This is an optimization exercise on Yosys and OpenROAD, whose aim is small area and a short achievable clock period, not a production implementation.
Where RTL was checked, it was by simulation tests only, not by an equivalence proof against the original.
Power figures rest on the tool's default switching activity, not on a simulated workload.

== the baseline ==
==> flow/design.v <==
package dgcs_pkg;
   localparam int LINE_WIDTH_DEFAULT = 640;
   localparam int LINE_COUNT_DEFAULT = 480;
   localparam int POS_W   = 19;
   localparam int CSR_IDX_W  = 3;
   localparam int CSR_DATA_W = 24;
   localparam logic [CSR_IDX_W-1:0] CSR_NEAR_LIMIT = 3'd0;
   localparam logic [CSR_IDX_W-1:0] CSR_STATS_LIMIT = 3'd1;
   localparam logic [CSR_IDX_W-1:0] CSR_BOX_A_LOW = 3'd2;
   localparam logic [CSR_IDX_W-1:0] CSR_BOX_A_HIGH = 3'd3;
   localparam logic [CSR_IDX_W-1:0] CSR_BOX_B_LOW = 3'd4;
   localparam logic [CSR_IDX_W-1:0] CSR_BOX_B_HIGH = 3'd5;
   localparam logic [15:0] NEAR_LIMIT_RESET  = 16'd700;
   localparam logic [15:0] STATS_LIMIT_RESET = 16'd500;
   localparam logic [23:0] BOX_A_LOW_RESET   = 24'h003F84;
   localparam logic [23:0] BOX_A_HIGH_RESET  = 24'h64A3AF;
   localparam logic [23:0] BOX_B_LOW_RESET   = 24'h00BFBE;
   localparam logic [23:0] BOX_B_HIGH_RESET  = 24'h1414FF;
   localparam logic [1:0] CLASS_FAR     = 2'd0;
   localparam logic [1:0] CLASS_BOX_A   = 2'd1;
   localparam logic [1:0] CLASS_BOX_B   = 2'd2;
   localparam logic [1:0] CLASS_UNMATCH = 2'd3;
   localparam logic [31:0] FAR_FILL  = 32'hA0FFFFFF;
   localparam logic [31:0] MARK_FILL = 32'hFFFF00FF;
   localparam logic [31:0] MIN_CLEAR = 32'hFFFFFFFF;
   localparam logic [POS_W-1:0] SLOT_MAX = 19'h7FFFF;
   typedef struct packed {
      logic [31:0] pixel_color;
      logic [15:0] depth_mm;
      logic        frame_end;
   } req_type;
   typedef struct packed {
      logic [1:0]       pixel_class;
      logic [31:0]      shown_color;
      logic [POS_W-1:0] pixel_position;
      logic [POS_W-1:0] class_slot;
      logic [31:0]      frame_min_color;
      logic [31:0]      frame_max_color;
      logic             stats_valid;
      logic             frame_last;
   } rsp_type;
   typedef struct packed {
      logic [1:0]  pixel_class;
      logic [31:0] shown_color;
      logic        hit_a;
      logic        hit_b;
   } class_type;
endpackage
module dgcs_classify (
   input  logic [23:0] pixel_rgb,
   input  logic [15:0] depth_mm,
   input  logic [15:0] near_limit,
   input  logic [23:0] box_a_low,
   input  logic [23:0] box_a_high,
   input  logic [23:0] box_b_low,
   input  logic [23:0] box_b_high,
   output logic        is_near,
   output logic        match_a,
   output logic        match_b
);
   function automatic logic in_box(logic [23:0] color, logic [23:0] lo, logic [23:0] hi);
      logic ok;
      ok = 1'b1;
      for (int ch = 0; ch < 3; ch++) begin
         if (!((lo[ch*8 +: 8] < color[ch*8 +: 8]) && (color[ch*8 +: 8] < hi[ch*8 +: 8]))) begin
            ok = 1'b0;
         end
      end
      in_box = ok;
   endfunction
   assign is_near = depth_mm < near_limit;
   assign match_a = in_box(pixel_rgb, box_a_low, box_a_high);
   assign match_b = in_box(pixel_rgb, box_b_low, box_b_high);
endmodule
module depth_gated_color_segmenter #(
   parameter int LINE_WIDTH = dgcs_pkg::LINE_WIDTH_DEFAULT,
   parameter int LINE_COUNT = dgcs_pkg::LINE_COUNT_DEFAULT
) (
   input  logic                            clock,
   input  logic                            reset,
   input  logic                            req_valid,
   output logic                            req_stall,
   input  logic [48:0]                     req_payload,
   output logic                            rsp_valid,
   input  logic                            rsp_stall,
   output logic [137:0]                    rsp_payload,
   input  logic                            csr_write,
   input  logic [dgcs_pkg::CSR_IDX_W-1:0]  csr_index,
   input  logic [dgcs_pkg::CSR_DATA_W-1:0] csr_data
);
   localparam int PW = dgcs_pkg::POS_W;
   logic [15:0] near_limit_ff;
   logic [15:0] stats_limit_ff;
   logic [23:0] box_a_low_ff;
   logic [23:0] box_a_high_ff;
   logic [23:0] box_b_low_ff;
   logic [23:0] box_b_high_ff;
   logic [5:0] csr_we;
   always_comb begin
      for (int i = 0; i < 6; i++) begin
         csr_we[i] = reset || (csr_write && (csr_index == 3'(i)));
      end
   end
   always_ff @(posedge clock) begin
      if (csr_we[0]) near_limit_ff  <= reset ? dgcs_pkg::NEAR_LIMIT_RESET  : csr_data[15:0];
      if (csr_we[1]) stats_limit_ff <= reset ? dgcs_pkg::STATS_LIMIT_RESET : csr_data[15:0];
      if (csr_we[2]) box_a_low_ff   <= reset ? dgcs_pkg::BOX_A_LOW_RESET   : csr_data;
      if (csr_we[3]) box_a_high_ff  <= reset ? dgcs_pkg::BOX_A_HIGH_RESET  : csr_data;
      if (csr_we[4]) box_b_low_ff   <= reset ? dgcs_pkg::BOX_B_LOW_RESET   : csr_data;
      if (csr_we[5]) box_b_high_ff  <= reset ? dgcs_pkg::BOX_B_HIGH_RESET  : csr_data;
   end
   logic        in_valid_ff;
   logic [31:0] in_color_ff;
   logic [15:0] in_depth_ff;
   logic        in_end_ff;
   logic        out_valid_ff;
   logic [1:0]  out_class_ff;
   logic [31:0] out_color_ff;
   logic        out_last_ff;
   logic        advance;
   logic        stall;
   logic        in_valid_in;
   logic        out_valid_in;
   logic        both_valid_ff;
   assign advance = in_valid_ff && (!out_valid_ff || !rsp_stall);
   assign stall   = in_valid_ff && out_valid_ff && rsp_stall;
   assign in_valid_in  = (req_valid && !stall) || (in_valid_ff && !advance);
   assign out_valid_in = advance || (out_valid_ff && rsp_stall);
   always_ff @(posedge clock) begin
      if (reset) begin
         in_valid_ff   <= 1'b0;
         out_valid_ff  <= 1'b0;
         both_valid_ff <= 1'b0;
      end else begin
         in_valid_ff   <= in_valid_in;
         out_valid_ff  <= out_valid_in;
         both_valid_ff <= in_valid_in && out_valid_in;
      end
   end
   assign req_stall = both_valid_ff && rsp_stall;
   always_ff @(posedge clock) begin
      if (!stall) begin
         in_color_ff <= req_payload[48:17];
         in_depth_ff <= req_payload[16:1];
         in_end_ff   <= req_payload[0];
      end
   end
   logic is_near, match_a, match_b;
   logic hit_a, hit_b;
   logic [1:0] cls;
   dgcs_classify u_classify (
      .pixel_rgb  (in_color_ff[23:0]),
      .depth_mm   (in_depth_ff),
      .near_limit (near_limit_ff),
      .box_a_low  (box_a_low_ff),
      .box_a_high (box_a_high_ff),
      .box_b_low  (box_b_low_ff),
      .box_b_high (box_b_high_ff),
      .is_near    (is_near),
      .match_a    (match_a),
      .match_b    (match_b)
   );
   assign hit_a = is_near && match_a;
   assign hit_b = is_near && !match_a && match_b;
   assign cls   = !is_near ? dgcs_pkg::CLASS_FAR :
                  match_a  ? dgcs_pkg::CLASS_BOX_A :
                  match_b  ? dgcs_pkg::CLASS_BOX_B : dgcs_pkg::CLASS_UNMATCH;
   always_ff @(posedge clock) begin
      if (reset) begin
         out_last_ff <= 1'b1;
      end else if (advance) begin
         out_last_ff <= in_end_ff;
      end
   end
   logic [31:0] shown;
   assign shown = !is_near ? dgcs_pkg::FAR_FILL :
                  (match_a || match_b) ? in_color_ff : dgcs_pkg::MARK_FILL;
   always_ff @(posedge clock) begin
      if (advance) begin
         out_class_ff <= cls;
         out_color_ff <= shown;
      end
   end
   logic [PW-1:0] pos_ff;
   logic          pos_wrap;
   localparam logic [PW-1:0] POS_LAST = PW'(LINE_WIDTH * LINE_COUNT - 1);
   assign pos_wrap = &(pos_ff | ~POS_LAST);
   function automatic logic [PW-1:0] step(logic [PW-1:0] q, logic inc);
      logic [PW-1:0] ones;
      ones[0] = 1'b1;
      for (int i = 1; i < PW; i++) begin
         ones[i] = ones[i-1] && q[i-1];
      end
      step = q ^ (ones & {PW{inc}});
   endfunction
   always_ff @(posedge clock) begin
      if (advance) pos_ff <= (out_last_ff || pos_wrap) ? '0 : step(pos_ff, 1'b1);
   end
   logic [PW-1:0] slot_a_ff, slot_b_ff;
   logic          none_a_ff, none_b_ff;
   logic          none_a, none_b;
   assign none_a = none_a_ff || out_last_ff;
   assign none_b = none_b_ff || out_last_ff;
   always_ff @(posedge clock) begin
      if (advance) begin
         none_a_ff <= none_a && !hit_a;
         none_b_ff <= none_b && !hit_b;
         if (hit_a) slot_a_ff <= none_a ? '0 : step(slot_a_ff, !(&slot_a_ff));
         if (hit_b) slot_b_ff <= none_b ? '0 : step(slot_b_ff, !(&slot_b_ff));
      end
   end
   logic [31:0] min_ff, max_ff;
   logic        any_ff;
   logic        sv_min_ff, sv_max_ff;
   logic        any_now;
   logic        qualify;
   logic        lt_min, gt_max;
   assign any_now = any_ff && !out_last_ff;
   assign qualify = (in_depth_ff < stats_limit_ff) &&
                    (!is_near || ((match_a || match_b) &&
                                  (in_color_ff != dgcs_pkg::MARK_FILL) && (in_color_ff != 32'd0)));
   assign lt_min  = is_near ? (in_color_ff < min_ff) : (dgcs_pkg::FAR_FILL < min_ff);
   assign gt_max  = is_near ? (in_color_ff > max_ff) : (dgcs_pkg::FAR_FILL > max_ff);
   always_ff @(posedge clock) begin
      if (advance) begin
         any_ff <= any_now || qualify;
         sv_min_ff <= in_end_ff && (any_now || qualify);
         sv_max_ff <= in_end_ff && (any_now || qualify);
         if (qualify && (!any_now || lt_min)) min_ff <= shown;
         if (qualify && (!any_now || gt_max)) max_ff <= shown;
      end
   end
   logic [PW-1:0] slot_out;
   assign slot_out = (out_class_ff == dgcs_pkg::CLASS_BOX_A) ? slot_a_ff :
                     (out_class_ff == dgcs_pkg::CLASS_BOX_B) ? slot_b_ff : '0;
   assign rsp_valid   = out_valid_ff;
   assign rsp_payload = {out_class_ff, out_color_ff, pos_ff, slot_out,
                         sv_min_ff ? min_ff : 32'd0,
                         sv_max_ff ? max_ff : 32'd0,
                         sv_min_ff, out_last_ff};
endmodule
Settings: LEC_CHECK=0, CAP_MARGIN=20, CORE_MARGIN=2, CORE_UTILIZATION=40, PLACE_DENSITY=0.6, SETUP_SLACK_MARGIN=3.55, SLEW_MARGIN=20; clock period 7.0 ns.
standard.sh (not shown) runs the stock make flow with config.mk's settings and CLKGATE_MAP_FILE= SYNTH_SCRIPT=/design/flow/synth_recipe.tcl, a recipe that flattens the netlist after the stock synthesis.
==> flow/flow/run.sh <==
#!/bin/bash
# The standard layout (standard.sh) with these changes, all logged under orfs/logs/ as usual:
#  - synthesis (flow/synth.tcl) maps logic with abc's default script and leaves adders and
#    comparators to abc (no ADDER_MAP_FILE cells); registers are mapped as in the standard
#    synthesis, so they match it by name and cell type;
#  - plain sky130_fd_sc_hd__buf_1 cells as the port buffers instead of the delay buffer the
#    flow picks by default;
#  - larger clock-tree sink clusters, clkbuf_8 only, no dummy loads.
set -euo pipefail
here=$(pwd)
bash standard.sh 'ADDER_MAP_FILE=' "SYNTH_SCRIPT=$here/flow/synth.tcl" \
  'BUFFER_PORTS_ARGS=-buffer_cell sky130_fd_sc_hd__buf_1' \
  'CTS_ARGS=-sink_clustering_enable -repair_clock_nets -sink_clustering_size 16 -sink_clustering_max_diameter 60 -buf_list {sky130_fd_sc_hd__clkbuf_8} -dont_use_dummy_load' \
  finish > standard.log 2>&1
==> flow/flow/synth.tcl <==
# synth_recipe.tcl (the standard synthesis) with one change: abc maps the logic with its own
# default script (delay target 2500 ps) instead of ORFS's abc_speed.script. Registers are mapped
# before abc, by dfflibmap, exactly as in the standard synthesis.
proc synth {args} { yosys synth -nofsm -noshare {*}$args }
proc abc {args} {
  set out {}
  set skip 0
  foreach a $args {
    if {$skip} { set skip 0; continue }
    if {$a eq "-script" || $a eq "-D"} { set skip 1; continue }
    lappend out $a
  }
  yosys abc {*}$out -D 2500
}
source $::env(SCRIPTS_DIR)/synth.tcl
# left out here: clear keep_hierarchy, flatten, clean up, hide names made inside functions, write 1_2_yosys.v
What the candidate does differently from the baseline at the input level:
-- flow/design.v --
<<< the baseline, line 59
   output logic        match_b
);
   function automatic logic in_box(logic [23:0] color, logic [23:0] lo, logic [23:0] hi);
      logic ok;
      ok = 1'b1;
      for (int ch = 0; ch < 3; ch++) begin
         if (!((lo[ch*8 +: 8] < color[ch*8 +: 8]) && (color[ch*8 +: 8] < hi[ch*8 +: 8]))) begin
            ok = 1'b0;
         end
>>> the candidate, line 59
   output logic        match_b
);
   function automatic logic lt32(logic [31:0] a, logic [31:0] b);
      logic [31:0] l;
      logic [31:0] e;
      l = ~a & b;
      e = ~(a ^ b);
      for (int w = 1; w < 32; w = w * 2) begin
         for (int i = 0; i + w < 32; i = i + 2 * w) begin
            l[i] = l[i + w] || (e[i + w] && l[i]);
            e[i] = e[i + w] && e[i];
         end
      end
      lt32 = l[0];
   endfunction
   function automatic logic in_box(logic [23:0] color, logic [23:0] lo, logic [23:0] hi);
      logic ok;
      ok = 1'b1;
      for (int ch = 0; ch < 3; ch++) begin
         if (!(lt32(32'(lo[ch*8 +: 8]), 32'(color[ch*8 +: 8])) && lt32(32'(color[ch*8 +: 8]), 32'(hi[ch*8 +: 8])))) begin
            ok = 1'b0;
         end
<<< the baseline, line 69
      in_box = ok;
   endfunction
   assign is_near = depth_mm < near_limit;
   assign match_a = in_box(pixel_rgb, box_a_low, box_a_high);
   assign match_b = in_box(pixel_rgb, box_b_low, box_b_high);
>>> the candidate, line 82
      in_box = ok;
   endfunction
   assign is_near = lt32(32'(depth_mm), 32'(near_limit));
   assign match_a = in_box(pixel_rgb, box_a_low, box_a_high);
   assign match_b = in_box(pixel_rgb, box_b_low, box_b_high);
<<< the baseline, line 90
);
   localparam int PW = dgcs_pkg::POS_W;
   logic [15:0] near_limit_ff;
   logic [15:0] stats_limit_ff;
>>> the candidate, line 103
);
   localparam int PW = dgcs_pkg::POS_W;
   function automatic logic lt32(logic [31:0] a, logic [31:0] b);
      logic [31:0] l;
      logic [31:0] e;
      l = ~a & b;
      e = ~(a ^ b);
      for (int w = 1; w < 32; w = w * 2) begin
         for (int i = 0; i + w < 32; i = i + 2 * w) begin
            l[i] = l[i + w] || (e[i + w] && l[i]);
            e[i] = e[i + w] && e[i];
         end
      end
      lt32 = l[0];
   endfunction
   logic [15:0] near_limit_ff;
   logic [15:0] stats_limit_ff;
<<< the baseline, line 195
   endfunction
   always_ff @(posedge clock) begin
      if (advance) pos_ff <= (out_last_ff || pos_wrap) ? '0 : step(pos_ff, 1'b1);
   end
   logic [PW-1:0] slot_a_ff, slot_b_ff;
>>> the candidate, line 221
   endfunction
   always_ff @(posedge clock) begin
      pos_ff <= (advance && (out_last_ff || pos_wrap)) ? '0 : step(pos_ff, advance);
   end
   logic [PW-1:0] slot_a_ff, slot_b_ff;
<<< the baseline, line 212
   logic [31:0] min_ff, max_ff;
   logic        any_ff;
   logic        sv_min_ff, sv_max_ff;
   logic        any_now;
   logic        qualify;
   logic        lt_min, gt_max;
   assign any_now = any_ff && !out_last_ff;
   assign qualify = (in_depth_ff < stats_limit_ff) &&
                    (!is_near || ((match_a || match_b) &&
                                  (in_color_ff != dgcs_pkg::MARK_FILL) && (in_color_ff != 32'd0)));
   assign lt_min  = is_near ? (in_color_ff < min_ff) : (dgcs_pkg::FAR_FILL < min_ff);
   assign gt_max  = is_near ? (in_color_ff > max_ff) : (dgcs_pkg::FAR_FILL > max_ff);
   always_ff @(posedge clock) begin
      if (advance) begin
         any_ff <= any_now || qualify;
         sv_min_ff <= in_end_ff && (any_now || qualify);
         sv_max_ff <= in_end_ff && (any_now || qualify);
         if (qualify && (!any_now || lt_min)) min_ff <= shown;
         if (qualify && (!any_now || gt_max)) max_ff <= shown;
      end
   end
   logic [PW-1:0] slot_out;
   assign slot_out = (out_class_ff == dgcs_pkg::CLASS_BOX_A) ? slot_a_ff :
                     (out_class_ff == dgcs_pkg::CLASS_BOX_B) ? slot_b_ff : '0;
   assign rsp_valid   = out_valid_ff;
   assign rsp_payload = {out_class_ff, out_color_ff, pos_ff, slot_out,
                         sv_min_ff ? min_ff : 32'd0,
                         sv_max_ff ? max_ff : 32'd0,
                         sv_min_ff, out_last_ff};
endmodule
>>> the candidate, line 238
   logic [31:0] min_ff, max_ff;
   logic        any_ff;
   logic        any_now;
   logic        qualify;
   logic        lt_min, gt_max;
   assign any_now = any_ff && !out_last_ff;
   assign qualify = lt32(32'(in_depth_ff), 32'(stats_limit_ff)) &&
                    (!is_near || ((match_a || match_b) &&
                                  (in_color_ff != dgcs_pkg::MARK_FILL) && (in_color_ff != 32'd0)));
   assign lt_min  = is_near ? lt32(in_color_ff, min_ff) : lt32(dgcs_pkg::FAR_FILL, min_ff);
   assign gt_max  = is_near ? lt32(max_ff, in_color_ff) : lt32(max_ff, dgcs_pkg::FAR_FILL);
   always_ff @(posedge clock) begin
      if (advance) begin
         any_ff <= any_now || qualify;
         if (qualify && (!any_now || lt_min)) min_ff <= shown;
         if (qualify && (!any_now || gt_max)) max_ff <= shown;
      end
   end
   logic        stats_valid;
   logic [PW-1:0] slot_out;
   assign stats_valid = out_last_ff && any_ff;
   assign slot_out = (out_class_ff == dgcs_pkg::CLASS_BOX_A) ? slot_a_ff :
                     (out_class_ff == dgcs_pkg::CLASS_BOX_B) ? slot_b_ff : '0;
   assign rsp_valid   = out_valid_ff;
   assign rsp_payload = {out_class_ff, out_color_ff, pos_ff, slot_out,
                         stats_valid ? min_ff : 32'd0,
                         stats_valid ? max_ff : 32'd0,
                         stats_valid, out_last_ff};
endmodule
Findings:
- max_ff[22] as the end point of the critical path was reported by the candidate, and req_stall by the baseline.
- [compare] base=the baseline new=the candidate: power density over the cells lost about 0.43%, depth of the worst register-to-register path saw an increase.
- The baseline vs the candidate, top layer reached by signal wires: met5 vs met4
- The candidate vs. the baseline: cell count after synthesis went down by 26.
- Compared with the baseline, in the candidate setup slack now smaller; total power essentially unchanged; number of synthesized flops with an enable pin lower; total number of clock tree sinks closely matched the old numbers.
- Compared with the baseline, the candidate shows a lower final-layout clock-cell area share.
No functional check of the RTL was part of the baseline.

## afterwards: timing with drivers on the ports
In the flow no input, the clock included, has a driving cell. The finished layouts below were timed again as built, in two steps. Step 1: set_driving_cell puts a clkbuf_16 on clock and a buf_2 on each other input, an assumption about the parent block. Step 2 moves the port delays by t, midway between the first and last clock arrival at a register: inputs arrive t later, outputs are due t later. That takes back most of the time a late clock gives input paths. Three values: no drivers, after step 1, after step 2; two values: the first two.
| run | t (ns) | slack for setup (ns) | hold WS [ns] | worst setup path at the end | worst slew at a driven data input, ns |
|---|---|---|---|---|---|
| the baseline | 0.579 | 3.729 / 3.705 / 3.676 | 0.577 / 0.577 / 0.577 | input to register | 0.06 |
| the candidate | 0.647 | 3.601 / 3.601 / 3.377 | 0.439 / 0.439 / 0.439 | input to register | 0.05 |
After both steps setup and hold are still met in every run listed. The setup slack of the candidate, which loses most, moves by 0.000 ns with the drivers and by -0.224 ns with both steps.
